Source: an optimization exercise on an open RTL-to-GDS flow (aim: a short achievable clock period and few clock cycles per item). Production flows keep margins and buffers that such runs may drop.
In this exercise RTL edits were held to simulation tests only and were not proved equivalent to the original.

==> trial 98 <==
Design link_keeping_drive_vector, start of the top module:
module link_keeping_drive_vector (
	input  logic                      clk,
	input  logic                      arst_n,
	input  logic                      psel,
	input  logic                      penable,
	input  logic                      pwrite,
	input  logic [2:0]                paddr,
	input  logic [31:0]               pwdata,
	output logic [31:0]               prdata,
	output logic                      pready,
	input  logic                      in_valid,
	output logic                      in_stall,
	input  logic signed [COORD_W-1:0] offset_x,
	input  logic signed [COORD_W-1:0] offset_y,
	input  logic                      present,
	input  logic                      frame_end,
	output logic                      out_valid,
	input  logic                      out_stall,
	output logic signed [COORD_W-1:0] drive_x,
	output logic signed [COORD_W-1:0] drive_y,
	output logic                      has_signal,
	output logic [CNT_W-1:0]          chosen_index
);
Settings: LEC_CHECK=0, ABC_CLOCK_PERIOD_IN_PS=3000, CAP_MARGIN=20, CORE_MARGIN=2, CORE_UTILIZATION=60, PLACE_DENSITY=0.72, SLEW_MARGIN=20; clock period 11.0 ns.
standard.sh (not shown) runs the stock make flow with config.mk's settings and CLKGATE_MAP_FILE= SYNTH_SCRIPT=/design/flow/synth_recipe.tcl, a recipe that flattens the netlist after the stock synthesis.
==> flow/flow/run.sh <==
#!/bin/bash
# Standard synthesis and layout; timing repair aims at a tighter period than
# the clock's (setup margin below), which the standard settings cap at 5 ns.
set -euo pipefail
MARGIN=${MARGIN:-7.5}
bash standard.sh synth > synth.log 2>&1
bash standard.sh finish SETUP_SLACK_MARGIN=$MARGIN TNS_END_PERCENT=100 > layout.log 2>&1
==> build 56: changes against trial 98 <==
--- a/flow/design.v
+++ b/flow/design.v
@@ -20,18 +20,16 @@
 	assign ge    = ~delta[W];
 	assign diff  = delta[W-1:0];
 endmodule
 module lkdv_qualify (
 	input  logic        clk,
 	input  logic        arst_n,
 	input  logic        beat_v,
-	input  logic        beat_sx,
-	input  logic        beat_sy,
-	input  logic [15:0] beat_ax,
-	input  logic [15:0] beat_ay,
+	input  logic [15:0] beat_x,
+	input  logic [15:0] beat_y,
 	input  logic        beat_p,
 	input  logic        beat_e,
 	input  logic [15:0] reach,
 	output logic        fr_v,
 	output logic        fr_f,
 	output logic        fr_sx,
 	output logic        fr_sy,
@@ -43,29 +41,34 @@
 	logic [3:0]  cnt_q;
 	logic        v1, e1, c1, sx1, sy1;
 	logic [2:0]  idx1;
 	logic [15:0] ax1, ay1;
 	always_ff @(posedge clk or negedge arst_n) begin
 		if (!arst_n) begin
 			cnt_q <= '0;
-		end else if (beat_v) begin
-			if (beat_e)
-				cnt_q <= '0;
-			else if (!cnt_q[3])
-				cnt_q <= cnt_q + 4'd1;
+			v1    <= 1'b0;
+		end else begin
+			v1 <= beat_v;
+			if (beat_v) begin
+				if (beat_e)
+					cnt_q <= '0;
+				else if (!cnt_q[3])
+					cnt_q <= cnt_q + 4'd1;
+			end
 		end
 	end
-	assign v1   = beat_v;
-	assign e1   = beat_e;
-	assign c1   = beat_p & ~cnt_q[3];
-	assign idx1 = cnt_q[2:0];
-	assign sx1  = beat_sx;
-	assign sy1  = beat_sy;
-	assign ax1  = beat_ax;
-	assign ay1  = beat_ay;
+	always_ff @(posedge clk) begin
+		e1   <= beat_e;
+		c1   <= beat_p & ~cnt_q[3];
+		idx1 <= cnt_q[2:0];
+		sx1  <= beat_x[15];
+		sy1  <= beat_y[15];
+		ax1  <= beat_x[15] ? (~beat_x + 16'd1) : beat_x;
+		ay1  <= beat_y[15] ? (~beat_y + 16'd1) : beat_y;
+	end
 	logic        v2, e2, c2, sx2, sy2;
 	logic [2:0]  idx2;
 	logic [15:0] ax2, ay2;
 	logic [11:0] xaa0, xaa1, xab0, xab1, xbb0, xbb1;
 	logic [11:0] yaa0, yaa1, yab0, yab1, ybb0, ybb1;
 	always_ff @(posedge clk or negedge arst_n) begin
 		if (!arst_n) v2 <= 1'b0;
@@ -1375,15 +1378,15 @@
 	output logic                      out_valid,
 	input  logic                      out_stall,
 	output logic signed [COORD_W-1:0] drive_x,
 	output logic signed [COORD_W-1:0] drive_y,
 	output logic                      has_signal,
 	output logic [CNT_W-1:0]          chosen_index
 );
-	localparam int unsigned QA_W  = 4;                
+	localparam int unsigned QA_W  = 5;                
 	localparam int unsigned OWE_W = QA_W + 1;
 	localparam int unsigned LIMIT = (1 << QA_W) - 2;  
 	logic [COORD_W-1:0] reach_q;
 	logic [DRIVE_W-1:0] gain_q;
 	logic [31:0]        prdata_q;
 	assign pready = 1'b1;
 	always_ff @(posedge clk or negedge arst_n) begin
@@ -1398,41 +1401,37 @@
 		end
 	end
 	always_ff @(posedge clk) begin
 		prdata_q <= paddr[2] ? {{(32-DRIVE_W){1'b0}}, gain_q} : {{(32-COORD_W){1'b0}}, reach_q};
 	end
 	assign prdata = prdata_q;
 	logic               in_stall_q;
-	logic               bv_q, be_q, bp_q, bsx_q, bsy_q;
+	logic               bv_q, be_q, bp_q;
 	logic [COORD_W-1:0] bx_q, by_q;
 	always_ff @(posedge clk or negedge arst_n) begin
 		if (!arst_n) bv_q <= 1'b0;
 		else         bv_q <= in_valid & ~in_stall_q;
 	end
 	always_ff @(posedge clk) begin
-		bsx_q <= offset_x[COORD_W-1];
-		bsy_q <= offset_y[COORD_W-1];
-		bx_q  <= offset_x[COORD_W-1] ? (~offset_x + 1'b1) : offset_x;
-		by_q  <= offset_y[COORD_W-1] ? (~offset_y + 1'b1) : offset_y;
-		bp_q  <= present;
-		be_q  <= frame_end;
+		bx_q <= offset_x;
+		by_q <= offset_y;
+		bp_q <= present;
+		be_q <= frame_end;
 	end
 	assign in_stall = in_stall_q;
 	logic        fr_v, fr_f, fr_sx, fr_sy;
 	logic [15:0] fr_ax, fr_ay;
 	logic [2:0]  fr_idx;
 	logic [31:0] fr_sq;
 	lkdv_qualify u_qualify (
 		.clk    (clk),
 		.arst_n (arst_n),
 		.beat_v (bv_q),
-		.beat_sx(bsx_q),
-		.beat_sy(bsy_q),
-		.beat_ax(bx_q),
-		.beat_ay(by_q),
+		.beat_x (bx_q),
+		.beat_y (by_q),
 		.beat_p (bp_q),
 		.beat_e (be_q),
 		.reach  (reach_q),
 		.fr_v   (fr_v),
 		.fr_f   (fr_f),
 		.fr_sx  (fr_sx),
 		.fr_sy  (fr_sy),
@@ -1470,16 +1469,14 @@
 	logic [36:0]     res;
 	logic [36:0]     rq_head;
 	logic            rq_nonempty;
 	logic            head_v;
 	logic [36:0]     head_d;
 	logic            out_valid_q;
 	logic [36:0]     out_q;
-	logic [36:0]     rq_prev;
-	logic            ov_port_q;
 	logic            out_load;
 	assign res_x = sc_f ? (sc_sx ? (16'd0 - {1'b0, sc_qx}) : {1'b0, sc_qx}) : 16'd0;
 	assign res_y = sc_f ? (sc_sy ? (16'd0 - {1'b0, sc_qy}) : {1'b0, sc_qy}) : 16'd0;
 	assign res   = {res_x, res_y, sc_f, sc_f ? {1'b0, sc_idx} : 4'd0};
 	always_ff @(posedge clk) begin
 		if (sc_v)
 			rq_mem[wp_q[QA_W-1:0]] <= res;
@@ -1490,31 +1487,29 @@
 	assign head_d      = rq_nonempty ? rq_head : res;
 	assign out_load    = ~out_valid_q | ~out_stall;
 	always_ff @(posedge clk or negedge arst_n) begin
 		if (!arst_n) begin
 			wp_q        <= '0;
 			rp_q        <= '0;
 			out_valid_q <= 1'b0;
-			ov_port_q   <= 1'b0;
 		end else begin
-			ov_port_q <= ~out_load | head_v;
 			if (sc_v)
 				wp_q <= wp_q + 1'b1;
 			if (out_load) begin
 				out_valid_q <= head_v;
 				if (head_v)
 					rp_q <= rp_q + 1'b1;
 			end
 		end
 	end
-	assign rq_prev = rq_mem[rp_q[QA_W-1:0] - 1'b1];
 	always_ff @(posedge clk) begin
-		out_q <= out_load ? head_d : rq_prev;
+		if (out_load)
+			out_q <= head_d;
 	end
-	assign out_valid    = ov_port_q;
+	assign out_valid    = out_valid_q;
 	assign drive_x      = out_q[36:21];
 	assign drive_y      = out_q[20:5];
 	assign has_signal   = out_q[4];
 	assign chosen_index = out_q[3:0];
 	logic [OWE_W-1:0] owed_q;
 	logic [OWE_W-1:0] owed_d;
 	logic             pop_q;
==> build 65: changes against trial 98 <==
--- a/flow/design.v
+++ b/flow/design.v
@@ -88,73 +88,87 @@
 		yaa0 <= ay1[15:8] * ay1[11:8];
 		yaa1 <= ay1[15:8] * ay1[15:12];
 		yab0 <= ay1[15:8] * ay1[3:0];
 		yab1 <= ay1[15:8] * ay1[7:4];
 		ybb0 <= ay1[7:0] * ay1[3:0];
 		ybb1 <= ay1[7:0] * ay1[7:4];
 	end
+	logic [31:0] t0, t1, t2, t3, t4, t5, t6, t7, t8, t9, t10, t11;
+	logic [31:0] s1a, c1a, s1b, c1b, s1c, c1c, s1d, c1d;
+	logic [31:0] s2a, c2a, s2b, c2b;
+	logic [31:0] s3a, c3a, s3b, c3b;
+	logic [31:0] s4, c4, s5, c5;
+	assign t0  = {xaa1, 20'd0};
+	assign t1  = {4'd0, xaa0, 16'd0};
+	assign t2  = {7'd0, xab1, 13'd0};
+	assign t3  = {11'd0, xab0, 9'd0};
+	assign t4  = {16'd0, xbb1, 4'd0};
+	assign t5  = {20'd0, xbb0};
+	assign t6  = {yaa1, 20'd0};
+	assign t7  = {4'd0, yaa0, 16'd0};
+	assign t8  = {7'd0, yab1, 13'd0};
+	assign t9  = {11'd0, yab0, 9'd0};
+	assign t10 = {16'd0, ybb1, 4'd0};
+	assign t11 = {20'd0, ybb0};
+	assign s1a = t0 ^ t1 ^ t2;
+	assign c1a = ((t0 & t1) | (t0 & t2) | (t1 & t2)) << 1;
+	assign s1b = t3 ^ t4 ^ t5;
+	assign c1b = ((t3 & t4) | (t3 & t5) | (t4 & t5)) << 1;
+	assign s1c = t6 ^ t7 ^ t8;
+	assign c1c = ((t6 & t7) | (t6 & t8) | (t7 & t8)) << 1;
+	assign s1d = t9 ^ t10 ^ t11;
+	assign c1d = ((t9 & t10) | (t9 & t11) | (t10 & t11)) << 1;
+	assign s2a = s1a ^ c1a ^ s1b;
+	assign c2a = ((s1a & c1a) | (s1a & s1b) | (c1a & s1b)) << 1;
+	assign s2b = c1b ^ s1c ^ c1c;
+	assign c2b = ((c1b & s1c) | (c1b & c1c) | (s1c & c1c)) << 1;
+	assign s3a = s2a ^ c2a ^ s2b;
+	assign c3a = ((s2a & c2a) | (s2a & s2b) | (c2a & s2b)) << 1;
+	assign s3b = c2b ^ s1d ^ c1d;
+	assign c3b = ((c2b & s1d) | (c2b & c1d) | (s1d & c1d)) << 1;
+	assign s4 = s3a ^ c3a ^ s3b;
+	assign c4 = ((s3a & c3a) | (s3a & s3b) | (c3a & s3b)) << 1;
+	assign s5 = s4 ^ c4 ^ c3b;
+	assign c5 = ((s4 & c4) | (s4 & c3b) | (c4 & c3b)) << 1;
 	logic        v3, e3, c3, sx3, sy3;
 	logic [2:0]  idx3;
 	logic [15:0] ax3, ay3;
-	logic [15:0] xaa3, xab3, xbb3, yaa3, yab3, ybb3;
+	logic [31:0] sum3, cry3;
 	always_ff @(posedge clk or negedge arst_n) begin
 		if (!arst_n) v3 <= 1'b0;
 		else         v3 <= v2;
 	end
 	always_ff @(posedge clk) begin
 		e3   <= e2;
 		c3   <= c2;
 		idx3 <= idx2;
 		sx3  <= sx2;
 		sy3  <= sy2;
 		ax3  <= ax2;
 		ay3  <= ay2;
-		xaa3 <= {xaa1, 4'd0} + {4'd0, xaa0};
-		xab3 <= {xab1, 4'd0} + {4'd0, xab0};
-		xbb3 <= {xbb1, 4'd0} + {4'd0, xbb0};
-		yaa3 <= {yaa1, 4'd0} + {4'd0, yaa0};
-		yab3 <= {yab1, 4'd0} + {4'd0, yab0};
-		ybb3 <= {ybb1, 4'd0} + {4'd0, ybb0};
-	end
-	logic        v4, e4, c4, sx4, sy4;
-	logic [2:0]  idx4;
-	logic [15:0] ax4, ay4;
-	logic [30:0] xsq4, ysq4;
-	always_ff @(posedge clk or negedge arst_n) begin
-		if (!arst_n) v4 <= 1'b0;
-		else         v4 <= v3;
-	end
-	always_ff @(posedge clk) begin
-		e4   <= e3;
-		c4   <= c3;
-		idx4 <= idx3;
-		sx4  <= sx3;
-		sy4  <= sy3;
-		ax4  <= ax3;
-		ay4  <= ay3;
-		xsq4 <= {xaa3[14:0], 16'd0} + {6'd0, xab3, 9'd0} + {15'd0, xbb3};
-		ysq4 <= {yaa3[14:0], 16'd0} + {6'd0, yab3, 9'd0} + {15'd0, ybb3};
+		sum3 <= s5;
+		cry3 <= c5;
 	end
 	logic        v4b, e4b, c4b, sx4b, sy4b;
 	logic [2:0]  idx4b;
 	logic [15:0] ax4b, ay4b;
 	logic [31:0] sq4;
 	always_ff @(posedge clk or negedge arst_n) begin
 		if (!arst_n) v4b <= 1'b0;
-		else         v4b <= v4;
+		else         v4b <= v3;
 	end
 	always_ff @(posedge clk) begin
-		e4b   <= e4;
-		c4b   <= c4;
-		idx4b <= idx4;
-		sx4b  <= sx4;
-		sy4b  <= sy4;
-		ax4b  <= ax4;
-		ay4b  <= ay4;
-		sq4   <= {1'b0, xsq4} + {1'b0, ysq4};
+		e4b   <= e3;
+		c4b   <= c3;
+		idx4b <= idx3;
+		sx4b  <= sx3;
+		sy4b  <= sy3;
+		ax4b  <= ax3;
+		ay4b  <= ay3;
+		sq4   <= sum3 + cry3;
 	end
 	logic [11:0] raa0, raa1, rab0, rab1, rbb0, rbb1;
 	logic [15:0] raa, rab, rbb;
 	logic [31:0] r2;
 	always_ff @(posedge clk) begin
 		raa0 <= reach[15:8] * reach[11:8];
 		raa1 <= reach[15:8] * reach[15:12];
==> flow/flow/run.sh (replaced) <==
#!/bin/bash
# Standard synthesis and layout; timing repair aims at a tighter period than
# the clock's (setup margin below), which the standard settings cap at 5 ns.
# Ports are buffered with buf_4 rather than the smallest buffer cell, which
# on this platform is a delay cell.
set -euo pipefail
MARGIN=${MARGIN:-7.5}
bash standard.sh synth > synth.log 2>&1
bash standard.sh finish SETUP_SLACK_MARGIN=$MARGIN TNS_END_PERCENT=100 \
  "BUFFER_PORTS_ARGS=-buffer_cell sky130_fd_sc_hd__buf_4" > layout.log 2>&1
==> run notes <==
Result of the run: build 65 no timing/DRC/antenna violations; trial 98 no timing/DRC/antenna violations; build 56 no timing/DRC/antenna violations
Number of library cell types mapped by synthesis: build 65 88; trial 98 108; build 56 95
FFs & Latches: build 65 3418; trial 98 3540; build 56 4156
Layout clock buffer count: build 65 462; trial 98 477; build 56 547
Fraction of post-synthesis cell area in the top cell type by area: build 65 31.7%; trial 98 32.5%; build 56 29.3%
Hold worst-path end: build 65 u_scale.p17_qx[6]$_DFF_P_; trial 98 u_scale.p20_qx[11]$_DFF_P_; build 56 u_scale.p5_f$_DFF_P_
Async set-or-reset flop fraction in the synthesized netlist: build 65 2.31%; trial 98 2.26%; build 56 2.00%
Number of fillers in the final layout: build 65 21000; trial 98 21500; build 56 23300
Gpl congestion: build 65 0.920; trial 98 0.917; build 56 0.907
Yosys reg bits: build 65 3418; trial 98 3540; build 56 4156
Worst Max-Slew Pin Slew: build 65 1.01 ns; trial 98 1.14 ns; build 56 1.14 ns
Worst Slack Setup Final: build 65 7.25 ns; trial 98 7.23 ns; build 56 7.10 ns
Starting DRT DRC Count: build 65 7777; trial 98 8055; build 56 8509
Placed Cells: build 65 19500; trial 98 19800; build 56 21100
Clock buf/inv share: build 65 6.24%; trial 98 6.30%; build 56 6.41%
Vias in the first global route: build 65 116000; trial 98 118000; build 56 127000
Synthesized instance count: build 65 15900; trial 98 16200; build 56 16900
Setup bufs post-CTS: build 65 91; trial 98 76; build 56 59
Highest Clock Rate: build 65 0.267 GHz; trial 98 0.265 GHz; build 56 0.256 GHz
Overall die area: build 65 288000 sq um; trial 98 294000 sq um; build 56 326000 sq um
Multiplexer share of the synthesized area: build 65 6.91%; trial 98 7.05%; build 56 6.18%
Testbench counts of trial 98, summed over its fixed seeds: cycles 19,296, frames 4,096.
Testbench counts of build 56, summed over its fixed seeds: cycles 19,328, frames 4,096.
Testbench counts of build 65, summed over its fixed seeds: cycles 19,264, frames 4,096.

-- static timing again, ports no longer ideal --
How much do the figures lean on ideal ports? The routed layouts below were timed once more, with nothing changed but the port constraints.
Step 1, drivers: a clkbuf_16 drives clk and a buf_2 each remaining input, both assumed.
Step 2 adds t to the input delays and takes it off the output delays; t is the mean of the earliest and latest rising clock arrival at the registers after step 1. Input paths then give back, and output paths get back, about the clock's delay inside the block.
Three values: ideal, step 1, step 2; two values: the first two.
| run | shift t [ns] | slack for setup (ns) | hold slack, ns | slew at the worst register clock pin (ns) | cell pins on the clock port's net |
|---|---|---|---|---|---|
| trial 98 | 1.012 | 7.231 / 7.132 / 6.629 | 0.267 / 0.267 / 0.267 | 0.07 / 0.07 | 1 |
| build 56 | 1.021 | 7.097 / 6.998 / 6.998 | 0.263 / 0.263 / 0.263 | 0.07 / 0.07 | 1 |
| build 65 | 1.015 | 7.254 / 7.150 / 6.924 | 0.278 / 0.278 / 0.278 | 0.07 / 0.07 | 1 |
After both steps every run listed still meets setup and hold. The setup slack of trial 98, which loses most, moves by -0.099 ns with the drivers and by -0.602 ns with both steps.
